This design comes from an exercise in tuning for small area, a short achievable clock period and few clock cycles per item on the open sky130 flow, not from production work. Only the layout flow was run in this run; the RTL was not checked for function there. Power is estimated from default activity; no workload was simulated.

`design/flow/config.mk`:
```
export PLATFORM = sky130hd
export DESIGN_NAME = seq_alu
export DESIGN_NICKNAME = seq_alu
export VERILOG_FILES = /design/flow/design.v
export SDC_FILE = /design/flow/constraint.sdc
export NUM_CORES = 4
export LEC_CHECK = 0
export CAP_MARGIN = 20
export CORE_MARGIN = 2
export CORE_UTILIZATION = 40
export SETUP_SLACK_MARGIN = 5
export SLEW_MARGIN = 20
```
`design/flow/constraint.sdc`:
```
create_clock -name core_clock -period 10.0 [get_ports {clock}]
set_input_delay 2.0000 -clock core_clock [delete_from_list [all_inputs] [get_ports {clock}]]
set_output_delay 2.0000 -clock core_clock [all_outputs]
set_load 0.01 [all_outputs]
```
`design/flow/design.v`:
```
module seq_alu (
  input  logic        clock,
  input  logic        clear,
  input  logic        start,
  input  logic [3:0]  op,
  input  logic [31:0] a,
  input  logic [31:0] b,
  output logic        busy,
  output logic        done,
  output logic [63:0] result,
  output logic        div_by_zero,
  output logic        illegal_op
);
  logic s_idle, s_sgl, s_mul, s_dv1, s_dvs, s_fxh, s_fxl, s_done;
  logic        busy_q;
  logic [31:0] B;
  logic [3:0]  opq;
  logic [33:0] H;
  logic [31:0] L;
  logic [4:0]  cnt;
  logic        sb, nq, nr, dbz_q, ill_q;
  logic [4:0]  lza, lzb, rs;
  logic        d0_one, d0_two, d0_neg, d1_one, d1_two, d1_neg;
  function automatic logic [4:0] lzc31(input logic [31:0] v);
    logic [15:0] z1; logic [15:0] c1;
    logic [7:0]  z2; logic [15:0] c2;
    logic [3:0]  z3; logic [11:0] c3;
    logic [1:0]  z4; logic [7:0]  c4;
    logic [31:0] w;
    w = {v[31:1], 1'b1};
    for (int g = 0; g < 16; g++) begin
      z1[g] = ~(w[2*g+1] | w[2*g]);
      c1[g] = ~w[2*g+1];
    end
    for (int g = 0; g < 8; g++) begin
      z2[g] = z1[2*g+1] & z1[2*g];
      c2[2*g +: 2] = z1[2*g+1] ? {1'b1, c1[2*g]} : {1'b0, c1[2*g+1]};
    end
    for (int g = 0; g < 4; g++) begin
      z3[g] = z2[2*g+1] & z2[2*g];
      c3[3*g +: 3] = z2[2*g+1] ? {1'b1, c2[2*(2*g) +: 2]} : {1'b0, c2[2*(2*g+1) +: 2]};
    end
    for (int g = 0; g < 2; g++) begin
      z4[g] = z3[2*g+1] & z3[2*g];
      c4[4*g +: 4] = z3[2*g+1] ? {1'b1, c3[3*(2*g) +: 3]} : {1'b0, c3[3*(2*g+1) +: 3]};
    end
    lzc31 = z4[1] ? {1'b1, c4[3:0]} : {1'b0, c4[7:4]};
  endfunction
  logic [4:0] lza_in, lzb_in, rs_in;
  logic       left_in;
  assign lza_in  = lzc31(a ^ {32{a[31]}});
  assign lzb_in  = lzc31(b ^ {32{b[31]}});
  assign left_in = (op == 4'd10) | (op == 4'd12);
  assign rs_in   = left_in ? b[4:0] : (5'd0 - b[4:0]);
  function automatic logic [5:0] booth2(input logic [3:0] m, input logic p);
    booth2[0] = m[0] ^ p;                                       
    booth2[1] = (m[1] & ~m[0] & ~p) | (~m[1] & m[0] & p);       
    booth2[2] = m[1];                                           
    booth2[3] = m[2] ^ m[1];                                    
    booth2[4] = (m[3] & ~m[2] & ~m[1]) | (~m[3] & m[2] & m[1]); 
    booth2[5] = m[3];                                           
  endfunction
  logic [6:0] sh_d;
  logic       b_zero;
  assign sh_d   = {2'b00, lzb} - {2'b00, lza} + {6'd0, L[31]};    
  assign b_zero = (B == '0);
  logic is_neg, is_sub;
  assign is_neg = (opq == 4'd2);
  assign is_sub = (opq == 4'd5);
  logic mul_first;    
  assign mul_first = s_mul & (cnt[2:0] == 3'd0);
  logic selx_h, selx_l, sely_b1, sely_b2, sely_l, sely_h, inv;
  assign selx_h  = (s_mul & ~mul_first) | s_dvs;
  assign selx_l  = s_sgl & ~is_neg;
  assign sely_b1 = (s_mul & d0_one) | s_dvs | (s_sgl & ~is_neg);
  assign sely_b2 = s_mul & d0_two;
  assign sely_l  = s_dv1 | s_fxl | (s_sgl & is_neg);
  assign sely_h  = s_fxh;
  assign inv     = (s_mul & d0_neg) | (s_dv1 & L[31] & ~b_zero) | (s_dvs & ~sb)
                 | s_fxh | s_fxl | (s_sgl & (is_neg | is_sub));
  logic bsx;    
  assign bsx = s_dvs ? sb : B[31];
  logic [33:0] X, Ys, p1;
  assign X  = ({34{selx_h}} & H) | ({34{selx_l}} & {{2{L[31]}}, L});
  assign Ys = ({34{sely_b1}} & {bsx, bsx, B})
            | ({34{sely_b2}} & {B[31], B, 1'b0})
            | ({34{sely_l}}  & {{2{L[31]}}, L})
            | ({34{sely_h}}  & H);
  assign p1 = (({34{d1_one}} & {{2{B[31]}}, B}) | ({34{d1_two}} & {B[31], B, 1'b0}))
              ^ {34{d1_neg}};
  logic [35:0] cx, cy, cz, csum, ccar, SS;
  logic [33:0] S;
  logic        inv1;
  assign inv1 = s_mul & d1_neg;
  assign cx   = {{2{X[33]}}, X};
  assign cy   = {{2{Ys[33] ^ inv}}, Ys ^ {34{inv}}};
  assign cz   = s_mul ? {p1, inv1, inv1} : 36'd0;
  assign csum = cx ^ cy ^ cz;
  assign ccar = {(cx[34:0] & cy[34:0]) | (cx[34:0] & cz[34:0]) | (cy[34:0] & cz[34:0]), inv};
  assign SS   = csum + ccar + {35'd0, inv1};
  assign S    = SS[33:0];
  logic [4:0]  amt, r;
  logic [31:0] rin, rot, m_hi, m_lo, rsh;
  assign rin = s_dv1 ? B : L;
  assign amt = s_dv1 ? sh_d[4:0] : B[4:0];
  assign r   = s_dv1 ? sh_d[4:0] : rs;
  always_comb begin
    logic [31:0] s0, s1, s2, s3;
    s0  = r[0] ? {rin[30:0], rin[31]}    : rin;
    s1  = r[1] ? {s0[29:0], s0[31:30]}   : s0;
    s2  = r[2] ? {s1[27:0], s1[31:28]}   : s1;
    s3  = r[3] ? {s2[23:0], s2[31:24]}   : s2;
    rot = r[4] ? {s3[15:0], s3[31:16]}   : s3;
  end
  always_comb
    for (int i = 0; i < 32; i++) begin
      m_hi[i] = 5'(i) >= amt;
      m_lo[31 - i] = 5'(i) >= amt;
    end
  always_comb begin
    case ({s_dv1, opq})
      {1'b0, 4'd8}:  rsh = rot & m_lo;                                
      {1'b0, 4'd9}:  rsh = (rot & m_lo) | ({32{L[31]}} & ~m_lo);      
      {1'b0, 4'd11}, {1'b0, 4'd12}: rsh = rot;                        
      default:       rsh = rot & m_hi;                                
    endcase
  end
  logic [31:0] sgl;
  always_comb begin
    case (opq)
      4'd0:    sgl = L & B;
      4'd1:    sgl = L | B;
      4'd3:    sgl = ~L;
      4'd2, 4'd4, 4'd5: sgl = S[31:0];
      4'd8, 4'd9, 4'd10, 4'd11, 4'd12: sgl = rsh;
      default: sgl = '0;
    endcase
  end
  logic q_bit, mul_last, dvs_last, dv1_steps, fin;
  assign q_bit     = ~S[33];
  assign mul_last  = (cnt[2:0] == 3'd7);
  assign dvs_last  = (cnt == 5'd0);
  assign dv1_steps = ~b_zero & ~sh_d[6];
  assign fin = s_sgl | s_fxl
             | (s_mul & mul_last)
             | (s_dv1 & (b_zero | (sh_d[6] & ~L[31] & ~B[31])))
             | (s_dvs & dvs_last & ~nr & ~nq)
             | (s_fxh & ~nq);
  always_ff @(posedge clock) begin
    if (clear) begin
      s_idle <= 1'b1;
      s_sgl  <= 1'b0;
      s_mul  <= 1'b0;
      s_dv1  <= 1'b0;
      s_dvs  <= 1'b0;
      s_fxh  <= 1'b0;
      s_fxl  <= 1'b0;
      s_done <= 1'b0;
      busy_q <= 1'b0;
    end else begin
      s_idle <= (s_idle & ~start) | s_done;
      s_sgl  <= s_idle & start & (op != 4'd6) & (op != 4'd7);
      s_mul  <= (s_idle & start & (op == 4'd6)) | (s_mul & ~mul_last);
      s_dv1  <= s_idle & start & (op == 4'd7);
      s_dvs  <= (s_dv1 & dv1_steps) | (s_dvs & ~dvs_last);
      s_fxh  <= (s_dv1 & ~b_zero & sh_d[6] & L[31]) | (s_dvs & dvs_last & nr);
      s_fxl  <= (s_dv1 & ~b_zero & sh_d[6] & ~L[31] & B[31])
              | (s_dvs & dvs_last & ~nr & nq) | (s_fxh & nq);
      s_done <= fin;
      busy_q <= (busy_q & ~fin) | (s_idle & start);
    end
  end
  always_ff @(posedge clock) begin
    if (s_idle) begin
      B   <= b;
      opq <= op;
      cnt <= '0;
      lza <= lza_in;
      lzb <= lzb_in;
      rs  <= rs_in;
      {d1_neg, d1_two, d1_one, d0_neg, d0_two, d0_one} <= booth2(a[3:0], 1'b0);
      if (start) L <= a;
    end
    if (s_sgl) begin
      H     <= '0;
      L     <= sgl;
      dbz_q <= 1'b0;
      ill_q <= (opq == 4'd13) | (opq == 4'd14) | (opq == 4'd15);
    end
    if (s_mul) begin
      H     <= {{2{SS[35]}}, SS[35:4]};
      L     <= {SS[3:0], L[31:4]};
      {d1_neg, d1_two, d1_one, d0_neg, d0_two, d0_one} <= booth2(L[7:4], L[3]);
      cnt   <= cnt + 5'd1;
      dbz_q <= 1'b0;
      ill_q <= 1'b0;
    end
    if (s_dv1) begin
      sb    <= B[31];
      nr    <= L[31];
      nq    <= L[31] ^ B[31];
      dbz_q <= b_zero;
      ill_q <= 1'b0;
      H     <= S;                   
      L     <= {32{b_zero}};
      B     <= rsh;
      cnt   <= sh_d[4:0];
    end
    if (s_dvs) begin
      if (q_bit) H <= S;
      L   <= {L[30:0], q_bit};
      B   <= {sb, B[31:1]};
      cnt <= cnt - 5'd1;
    end
    if (s_fxh) H <= S;
    if (s_fxl) L <= S[31:0];
  end
  assign busy        = busy_q;
  assign done        = s_done;
  assign result      = {H[31:0], L};
  assign div_by_zero = dbz_q;
  assign illegal_op  = ill_q;
endmodule
```
`design/flow/run.sh`:
```
#!/bin/bash
# synth_recipe.tcl (not shown) runs the flow's synth.tcl, then flattens the netlist and writes it again
# the make line also repeats each setting of config.mk as NAME=value (left out here)
make -C /OpenROAD-flow-scripts/flow DESIGN_CONFIG=/design/flow/config.mk WORK_HOME=/design/flow/orfs CLKGATE_MAP_FILE= SYNTH_SCRIPT=/design/flow/synth_recipe.tcl finish
```
==> reports/results.txt <==
routed vias: 21,600
Sequential Area: 0.00383 mm^2
Mapped Avg Cell Area: 7.70 um^2
Crit path top cell by count: buf_12
Met1 Wirelength: 37,300 um
RR Startpoint: opq[0]
Netlist cell types: 95
Placed Instances: 2,922
area of the multi-input gates: 0.0148 mm^2
Worst-Margin Slew: 1.32 ns
Crit path arrival time: 6.06 ns
count of buffers from port buffering: 138
pin count of the biggest net entering global routing: 79
register area share after synthesis: 0.208
Initial Util: 0.406
total gr overflow: 0
maximum clock frequency: 176 MHz
period utilization: 0.569
GP Congestion: 1.02
WL final: 98,300 um
final setup margin: 4.31 ns
Synth async-reset ratio: 0
Highest Signal Layer: met4
final worst path period need: 5.69 ns
non-filler cells, final: 3,110
status: finished clean
PD cells: 135 mW/mm^2
Pre-antenna DRT Iters: 12
area share of the largest cell type after synthesis: 0.160
Place WS: 3.07 ns
final setup violation count: 0
WHS Endpoint: s_idle
CTS Hold Buffers Added: 0
GRT Overall Usage: 0.398
CTS tree: yes
maxcap violations: 0
first-pass GRT wire length: 138,000 um
vias per cell: 6.93
ratio of cells with drive above 1 in the final layout: 0.204
final antenna-violating net count: 0
hold_sp: s_done
critical path's slowest cell: fa_1
DRC violations left: 0
Slew Limit Fails: 0
root buffer cell: clkbuf_16
Area Growth Syn to Fin: 27.7%
Hold Vio Cnt, Final: 0
clock-pin slew on the worst setup and hold paths: 0.07 ns
DPL Wire Length: 68,900 um
final clock skew: 0.0173 ns
FILL cells: 4,219
Reg2Reg Depth: 27
Die Span Y: 219 um
crit end category: flip-flop
Num CTS Buffers: 17
Slew headroom: 0.122
Lkg Pwr: 9.03 nW
hold path cells: 2
Yosys top cell by area: edfxtp_1
DIE AREA: 0.0478 mm^2
Yosys warning total: 1
maximum vdd drop: 148 uV
NumNets Final: 2,652
initial drt markers: 3,535
Post-synth EDFFs: 98
Post-Syn Area: 0.0184 mm^2
core area: 0.0454 mm^2
IO Pins: 139
clock buffer depth: 2
Clock Sinks: 142
H-tree depth: 4
Mapped Cells: 2,392
syn nets: 2,549
met3 WL: 12,400 um
CP max stage delay: 0.52 ns
CP Class: flip-flop to flip-flop
Top FF cell, synth: edfxtp_1
FF+latch count, synth: 142
clock latency (worst-skew pair): 0.49 ns
Die Span X: 219 um
CP Launch Type: flip-flop
RSZ-0062 raised after global routing: true
initial antenna violation count: 0
CP max FO: 8
FP Rows: 78
Hold WC Path Type: flip-flop to flip-flop
setup_tns: 0 ns
drt wl/cell: 31.6 um
Critical R2R Capture: H[32]
Critical Path RT: 10.37 ns
Area contributors post-synth: edfxtp_1 16%, mux2i_1 7.2%, nand2_1 6.2%
WL met2: 41,600 um
vias in the first global route: 19,700
R2R setup slack: 4.31 ns
==> synth_stat cells, drive strengths merged (7+ instances only) <==
library cell,instances
a21oi,156
mux2,25
nand4,8
and2,11
fa,38
ha,48
nor4,13
o311ai,8
nor2,212
a32oi,9
o21ai,161
o221ai,11
a21boi,7
a211oi,21
o21a,20
buf,92
a222oi,39
clkbuf,169
o22ai,32
and3,21
a22o,39
a221oi,43
a31oi,32
mux2i,133
xnor2,69
nand3,38
or2,15
nor3,82
a211o,11
edfxtp,98
a21o,13
nor2b,24
xor2,58
nand2b,30
dfxtp,44
a22oi,65
nand2,307
or3,7
o31ai,19
inv,50
a221o,10
a311oi,12
o211ai,9
==> power breakdown <==
part	internal, mW	switching [mW]	leakage [nW]
sequential	0.701	0.150	1.35
combinational	0.630	0.996	7.38
clock	0.357	0.342	0.292
total	1.69	1.49	9.03
==> metrics by stage <==
stage	power (mW)	hold slack, ns	util	instance area [um^2]
detailed placement	2.14	0.458	0.438	19900
CTS	3.00	0.468	0.498	22600
global placement	2.14	0.449	0.437	19800
finish	3.17	0.467	0.518	23500
global route	3.24	0.489	0.518	23500
floorplan	1.60	0.455	-	18500
==> flip-flops by register name (all words and copies together), names as in the netlist, 4 cells and up <==
register and count:
L 32, rs 5, B 32, lzb 5, opq 4, cnt 5, lza 5, H 34
==> repair_timing <==
| action | in CTS | in global routing |
|---|---|---|
| pin swaps | 73 | 74 |
| endpoints found under the setup margin | 66 | 67 |
| endpoints found under the hold margin | 0 | 0 |
| setup buffers | 107 | 34 |
| gates cloned | 12 | 1 |
| resized for setup | 203 | 124 |
==> cell usage in the layout (no fill, tap or decap), types with 17 or more instances in the layout <==
cell type,netlist,routed
nand2_1,306,291
nor2_1,211,200
buf_4,44,155
a21oi_1,153,141
clkdlybuf4s50_1,0,136
mux2i_1,133,131
o21ai_0,153,123
edfxtp_1,98,98
nor3_1,82,78
a22oi_1,64,63
xor2_1,58,47
xnor2_1,67,46
inv_1,49,45
dfxtp_1,44,41
a22o_1,39,39
a222oi_1,39,39
nand3_1,38,37
fa_1,38,36
ha_1,48,32
a221oi_1,43,28
buf_6,4,26
nand2b_1,30,25
o21ai_1,8,24
mux2_2,24,24
a31oi_1,30,24
nor2b_1,24,21
and3_1,21,20
a211oi_1,21,19
o22ai_1,32,19
clkbuf_16,0,18
o21a_1,20,17
==> cells by family after synthesis <==
group / count (synthesis) / synth area share
xor+xnor: 128 / 0.0631
simple gates: 787 / 0.192
compound gates: 772 / 0.292
fa+ha+maj: 86 / 0.0740
flops: 142 / 0.208
mux: 164 / 0.0952
buf+inv: 313 / 0.0762
==> routing by layer <==
layer  GRT usage  vias to the layer above
li1            -                     9087
met1       0.516                    10500
met2       0.589                     1633
met3       0.109                      370
met4       0.235                        0
met5           0                        -
==> critical path: cells and delay by family, from the launching register on <==
| kind | cells | cell delay, ns |
|---|---|---|
| AOI/OAI and AO/OA | 10 | 2.26 |
| buffers and inverters | 8 | 1.02 |
| adders and majority gates | 2 | 0.88 |
| and+or+nand+nor | 6 | 0.78 |
| DFF | 1 | 0.43 |
| xor gates and xnor gates | 1 | 0.19 |
==> how the worst max path moves through the flow <==
stage	startpoint	to	slack, ns
global route	opq[1]	H[32]	4.16
floorplan	opq[0]	H[19]	5.00
global placement	opq[1]	L[30]	3.03
detailed placement	opq[1]	L[30]	3.07
finish	opq[0]	H[32]	4.31
CTS	opq[0]	L[30]	4.52
==> area by class of cell <==
class	count	area share
antenna	2	0.000213
clock buffer	17	0.0181
clock inverter	15	0.00713
inverter	52	0.00857
multi-input combinational	1941	0.629
sequential	142	0.163
tap	600	0.0319
timing repair buffer	341	0.142

==> static timing again, ports no longer ideal <==
How much do the figures lean on ideal ports? The routed layout below was timed once more, with nothing changed but the port constraints. Step 1 assumes that a clkbuf_16 drives the clock port and a buf_2 every other input. Step 2 times the ports against the registers' clock, not the clock port: input delays grow and output delays shrink by t, the midpoint of the rising clock arrivals with the driver on. Three values: no drivers, after step 1, after step 2; two values: the first two.
t, ns: 0.538
slack for setup (ns): 4.314 / 4.314 / 4.314
worst data-port slew with drivers (ns): 0.04
pins driven straight from the clock port: 1
After both steps this run still meets setup and hold. The setup slack of this run moves by 0.000 ns with the drivers and by 0.000 ns with both steps.
